From an optimization exercise on the open Yosys and OpenROAD flow, aimed at small area; shortcuts taken in it are not production practice.
The RTL was checked by simulation tests, not by an equivalence proof against the original design.
The flow treats the clock pin as an ideal source, which a real chip does not have.
Power is estimated from default activity; no workload was simulated.

// sccb_responder
module sccb_responder #(
    parameter logic [6:0] DEV_ID = sccb_pkg::DEV_ID_DEFAULT
) (
    input  logic       sccb_clk,
    input  logic       sccb_reset,
    input  logic       sio_c_in,
    input  logic       sio_d_in,
    output logic       sio_d_oe,
    output logic       sio_d_out,
    output logic       wr_strobe,
    output logic [7:0] wr_addr,
    output logic [7:0] wr_data,
    output logic       busy
);
    logic scl_s, scl_rise_s, scl_fall_s;
    logic sda_s, sda_rise_s, sda_fall_s;
    logic start_s, stop_s;
    sccb_sync_edge u_sync_c (
        .clk   (sccb_clk),
        .reset (sccb_reset),
        .din   (sio_c_in),
        .sync  (scl_s),
        .rise  (scl_rise_s),
        .fall  (scl_fall_s)
    );
    sccb_sync_edge u_sync_d (
        .clk   (sccb_clk),
        .reset (sccb_reset),
        .din   (sio_d_in),
        .sync  (sda_s),
        .rise  (sda_rise_s),
        .fall  (sda_fall_s)
    );
    assign start_s = sda_fall_s & scl_s;
    assign stop_s  = sda_rise_s & scl_s;
    sccb_pkg::state_t state_r, state_s;
    logic [3:0]       cnt_r, cnt_s;       
    logic [7:0]       sh_r;
    logic [7:0]       sub_r;
    logic             sub0_r;             
    logic             idok_r;             
    logic             busy_r, busy_s;
    logic             wr_strobe_r;
    logic [7:0]       wr_addr_r, wr_data_r;
    logic [7:0]       rd_q_r;
    logic             pend_r;             
    logic [5:0]       ptr_r;
    logic [7:0]       wdata_s;
    logic             bit_s, we_s, in_rd, last_s;
    localparam logic [7:0] ID_BITS = {1'b0, DEV_ID[0], DEV_ID[1], DEV_ID[2],
                                      DEV_ID[3], DEV_ID[4], DEV_ID[5], DEV_ID[6]};
    assign wdata_s = {sh_r[6:0], sda_s};
    assign in_rd   = (state_r == sccb_pkg::S_RD);
    assign bit_s   = scl_rise_s & ~cnt_r[3] & ~start_s & ~stop_s;
    assign last_s  = (cnt_r[2:0] == 3'd7);
    assign we_s    = bit_s & last_s & (state_r == sccb_pkg::S_DATA);
    always_comb begin
        state_s = state_r;
        cnt_s   = cnt_r;
        busy_s  = busy_r;
        if (stop_s) begin
            state_s = sccb_pkg::S_IDLE;
            busy_s  = 1'b0;
        end else if (start_s) begin
            state_s = sccb_pkg::S_ID;
            cnt_s   = '0;
  ...
==> flow/config.mk <==
export PLATFORM = sky130hd
export DESIGN_NAME = sccb_responder
export DESIGN_NICKNAME = sccb_responder
export VERILOG_FILES = /design/flow/design.v
export SDC_FILE = /design/flow/constraint.sdc
export NUM_CORES = 4
export LEC_CHECK = 0
export CAP_MARGIN = 20
export CORE_MARGIN = 2
export CORE_UTILIZATION = 40
export PLACE_DENSITY = 0.7
export SLEW_MARGIN = 20
==> flow/constraint.sdc <==
create_clock -name core_clock -period 10.0 [get_ports {sccb_clk}]
set_input_delay 2.0000 -clock core_clock [delete_from_list [all_inputs] [get_ports {sccb_clk}]]
set_output_delay 2.0000 -clock core_clock [all_outputs]
set_load 0.01 [all_outputs]
standard.sh (not shown) runs the stock make flow with config.mk's settings and CLKGATE_MAP_FILE= SYNTH_SCRIPT=/design/flow/synth_recipe.tcl, a recipe that flattens the netlist after the stock synthesis.
==> flow/flow/run.sh <==
#!/bin/bash
# Standard layout, with small port buffers, a clock tree built without dummy
# loads, and clock leaf nets rebalanced after CTS where their slew is too high.
set -euo pipefail
export BUFFER_PORTS_ARGS="-buffer_cell sky130_fd_sc_hd__buf_1"
export CTS_ARGS="-sink_clustering_enable -repair_clock_nets -dont_use_dummy_load -sink_clustering_size 38 -sink_clustering_max_diameter 70 -buf_list sky130_fd_sc_hd__buf_12"
export POST_CTS_TCL="$PWD/flow/post_cts.tcl"
export CLK_SLEW_TARGET_NS=0.123
bash standard.sh finish > make_finish.log 2>&1
==> flow/flow/post_cts.tcl <==
# After clock tree synthesis: rebalance the clock leaf nets so that no
# flip-flop clock pin's estimated slew exceeds the target. A leaf net over the
# target hands its sink farthest from its buffer to the nearest other leaf
# buffer that has slew to spare; a leaf with no such neighbour is split in two
# with a new buffer of the same type, driven from the same parent net.
set slew_target [expr {[info exists ::env(CLK_SLEW_TARGET_NS)] ? $::env(CLK_SLEW_TARGET_NS) : 0.120}]
set ::pc_spare 0.006
set ::pc_block [ord::get_db_block]

proc inst_xy {inst} {
  set box [$inst getBBox]
  return [list [expr {([$box xMin] + [$box xMax]) / 2}] [expr {([$box yMin] + [$box yMax]) / 2}]]
}

# Leaf nets: clock nets driven by a buffer whose loads are all clock pins.
proc leaf_info {} {
  set leaves {}
  foreach net [$::pc_block getNets] {
    if {[$net getSigType] ne "CLOCK"} { continue }
    set drv ""; set n 0; set ok 1
    foreach t [$net getITerms] {
      if {[$t isOutputSignal]} { set drv $t; continue }
      if {[[$t getMTerm] getName] ne "CLK"} { set ok 0; break }
      incr n
    }
    if {$ok && $drv ne "" && $n > 0} { lappend leaves $net }
  }
  return $leaves
}

# Worst clock pin slew per net name.
proc net_slews {} {
  set d [dict create]
  foreach pin [get_pins -hierarchical */CLK] {
    set s [get_property $pin slew_max]
    set name [[[sta::sta_to_db_pin $pin] getNet] getName]
    if {![dict exists $d $name] || [dict get $d $name] < $s} { dict set d $name $s }
  }
  return $d
}

proc net_driver {net} {
  foreach t [$net getITerms] { if {[$t isOutputSignal]} { return [$t getInst] } }
  return ""
}

set moves 0
set splits 0
for {set iter 0} {$iter < 400} {incr iter} {
  estimate_parasitics -placement
  set leaves [leaf_info]
  set worst_net ""; set worst 0
  set slews [net_slews]
  foreach net $leaves {
    set w [dict get $slews [$net getName]]
    if {$w > $worst} { set worst $w; set worst_net $net }
  }
  if {$worst <= $slew_target} { break }
  set dinst [net_driver $worst_net]
  lassign [inst_xy $dinst] dx dy
  # the sink farthest from its buffer
  set far ""; set fd -1
  foreach t [$worst_net getITerms] {
    if {[$t isOutputSignal]} { continue }
    lassign [inst_xy [$t getInst]] x y
    set d [expr {abs($x - $dx) + abs($y - $dy)}]
    if {$d > $fd} { set fd $d; set far $t }
  }
  lassign [inst_xy [$far getInst]] fx fy
  # nearest other leaf buffer with slew to spare
  set best ""; set bd -1
  foreach net $leaves {
    if {$net eq $worst_net} { continue }
    if {[dict get $slews [$net getName]] > $slew_target - $::pc_spare} { continue }
    lassign [inst_xy [net_driver $net]] x y
    set d [expr {abs($x - $fx) + abs($y - $fy)}]
    if {$bd < 0 || $d < $bd} { set bd $d; set best $net }
  }
  if {$best ne "" && $bd <= 2 * $fd + 20000} {
    $far disconnect
    $far connect $best
    incr moves
    continue
  }
  # split: move the half of the sinks on one side to a new buffer
  set sinks {}
  foreach t [$worst_net getITerms] { if {![$t isOutputSignal]} { lappend sinks $t } }
  set xs {}; set ys {}
  foreach t $sinks { lassign [inst_xy [$t getInst]] x y; lappend xs $x; lappend ys $y }
  set ddx [expr {[tcl::mathfunc::max {*}$xs] - [tcl::mathfunc::min {*}$xs]}]
  set ddy [expr {[tcl::mathfunc::max {*}$ys] - [tcl::mathfunc::min {*}$ys]}]
  set idx [expr {$ddx >= $ddy ? 0 : 1}]
  set keyed {}
  foreach t $sinks { lappend keyed [list [lindex [inst_xy [$t getInst]] $idx] $t] }
  set keyed [lsort -integer -index 0 $keyed]
  set moved [lrange $keyed [expr {[llength $keyed] / 2}] end]
  set parent ""
  foreach t [$dinst getITerms] { if {[$t isInputSignal]} { set parent [$t getNet] } }
  set ninst [odb::dbInst_create $::pc_block [$dinst getMaster] "clkfix_buf_$splits"]
  set nnet [odb::dbNet_create $::pc_block "clkfix_net_$splits"]
  incr splits
  $nnet setSigType CLOCK
  set sx 0; set sy 0
  foreach k $moved {
    set t [lindex $k 1]
    lassign [inst_xy [$t getInst]] x y
    set sx [expr {$sx + $x}]; set sy [expr {$sy + $y}]
    $t disconnect
    $t connect $nnet
  }
  set n [llength $moved]
  $ninst setLocation [expr {$sx / $n}] [expr {$sy / $n}]
  $ninst setPlacementStatus PLACED
  foreach t [$ninst getITerms] {
    if {[$t isInputSignal]} { $t connect $parent }
    if {[$t isOutputSignal]} { $t connect $nnet }
  }
}
puts "post_cts: $moves sinks moved, $splits leaf buffers added, worst leaf slew $worst after $iter rounds"
if {$splits > 0} { detailed_placement }
estimate_parasitics -placement
Then changed:
--- a/flow/flow/run.sh
+++ b/flow/flow/run.sh
@@ -6 +6 @@
-export CTS_ARGS="-sink_clustering_enable -repair_clock_nets -dont_use_dummy_load -sink_clustering_size 38 -sink_clustering_max_diameter 70 -buf_list sky130_fd_sc_hd__buf_12"
+export CTS_ARGS="-sink_clustering_enable -repair_clock_nets -dont_use_dummy_load -sink_clustering_size 36 -sink_clustering_max_diameter 60 -buf_list sky130_fd_sc_hd__buf_12"
@@ -8 +8 @@
-export CLK_SLEW_TARGET_NS=0.123
+export CLK_SLEW_TARGET_NS=0.122
--- a/flow/config.mk
+++ b/flow/config.mk
@@ -10,2 +10,2 @@
-export CORE_UTILIZATION = 40
-export PLACE_DENSITY = 0.7
+export CORE_UTILIZATION = 50
+export PLACE_DENSITY = 0.75
Setup slack gets worse by 0.12 ns.
Global-route usage increases by 3.0 points.
Design area fell by 0.97%.
Die area decreases by 20%.
Then changed:
--- a/flow/flow/run.sh
+++ b/flow/flow/run.sh
@@ -6 +6 @@
-export CTS_ARGS="-sink_clustering_enable -repair_clock_nets -dont_use_dummy_load -sink_clustering_size 36 -sink_clustering_max_diameter 60 -buf_list sky130_fd_sc_hd__buf_12"
+export CTS_ARGS="-sink_clustering_enable -repair_clock_nets -dont_use_dummy_load -sink_clustering_size 20 -sink_clustering_max_diameter 45 -sink_clustering_buffer sky130_fd_sc_hd__buf_6 -buf_list sky130_fd_sc_hd__buf_12"
--- a/flow/config.mk
+++ b/flow/config.mk
@@ -10,2 +10,2 @@
-export CORE_UTILIZATION = 50
-export PLACE_DENSITY = 0.75
+export CORE_UTILIZATION = 40
+export PLACE_DENSITY = 0.7
=>
- The changed run completed without violations
- power went up by 0.38%
- final area went up by 1.3%
- sequential power stays flat
- cell count rises by 11%
- clock power rises by about 1%
- wire length drops by 8.8%
- first-iteration DRC count goes down by 13%

-- what the ideal ports hide --
The flow's constraints put no driver on any port. The routed layouts listed below were extracted and timed again, unchanged, in two steps. Step 1 sets driving cells, clkbuf_16 on the clock port and buf_2 on the other inputs (assumed; they add their load-dependent delay and slew). Step 2 adds t to the input delays and takes it off the output delays; t is the mean of the earliest and latest rising clock arrival at the registers after step 1. Input paths then give back, and output paths get back, about the clock's delay inside the block. Three values: ideal ports, drivers, drivers and shift; two values: the first two.
run	t, ns	setup WS [ns]	latest minus earliest clock arrival (ns)
the first run	0.623	6.304 / 6.244 / 6.868	0.156 / 0.157
the second run	0.639	6.188 / 6.122 / 6.760	0.077 / 0.077
the third run	0.660	6.324 / 6.265 / 6.925	0.135 / 0.135
After both steps setup and hold are still met in every run listed.
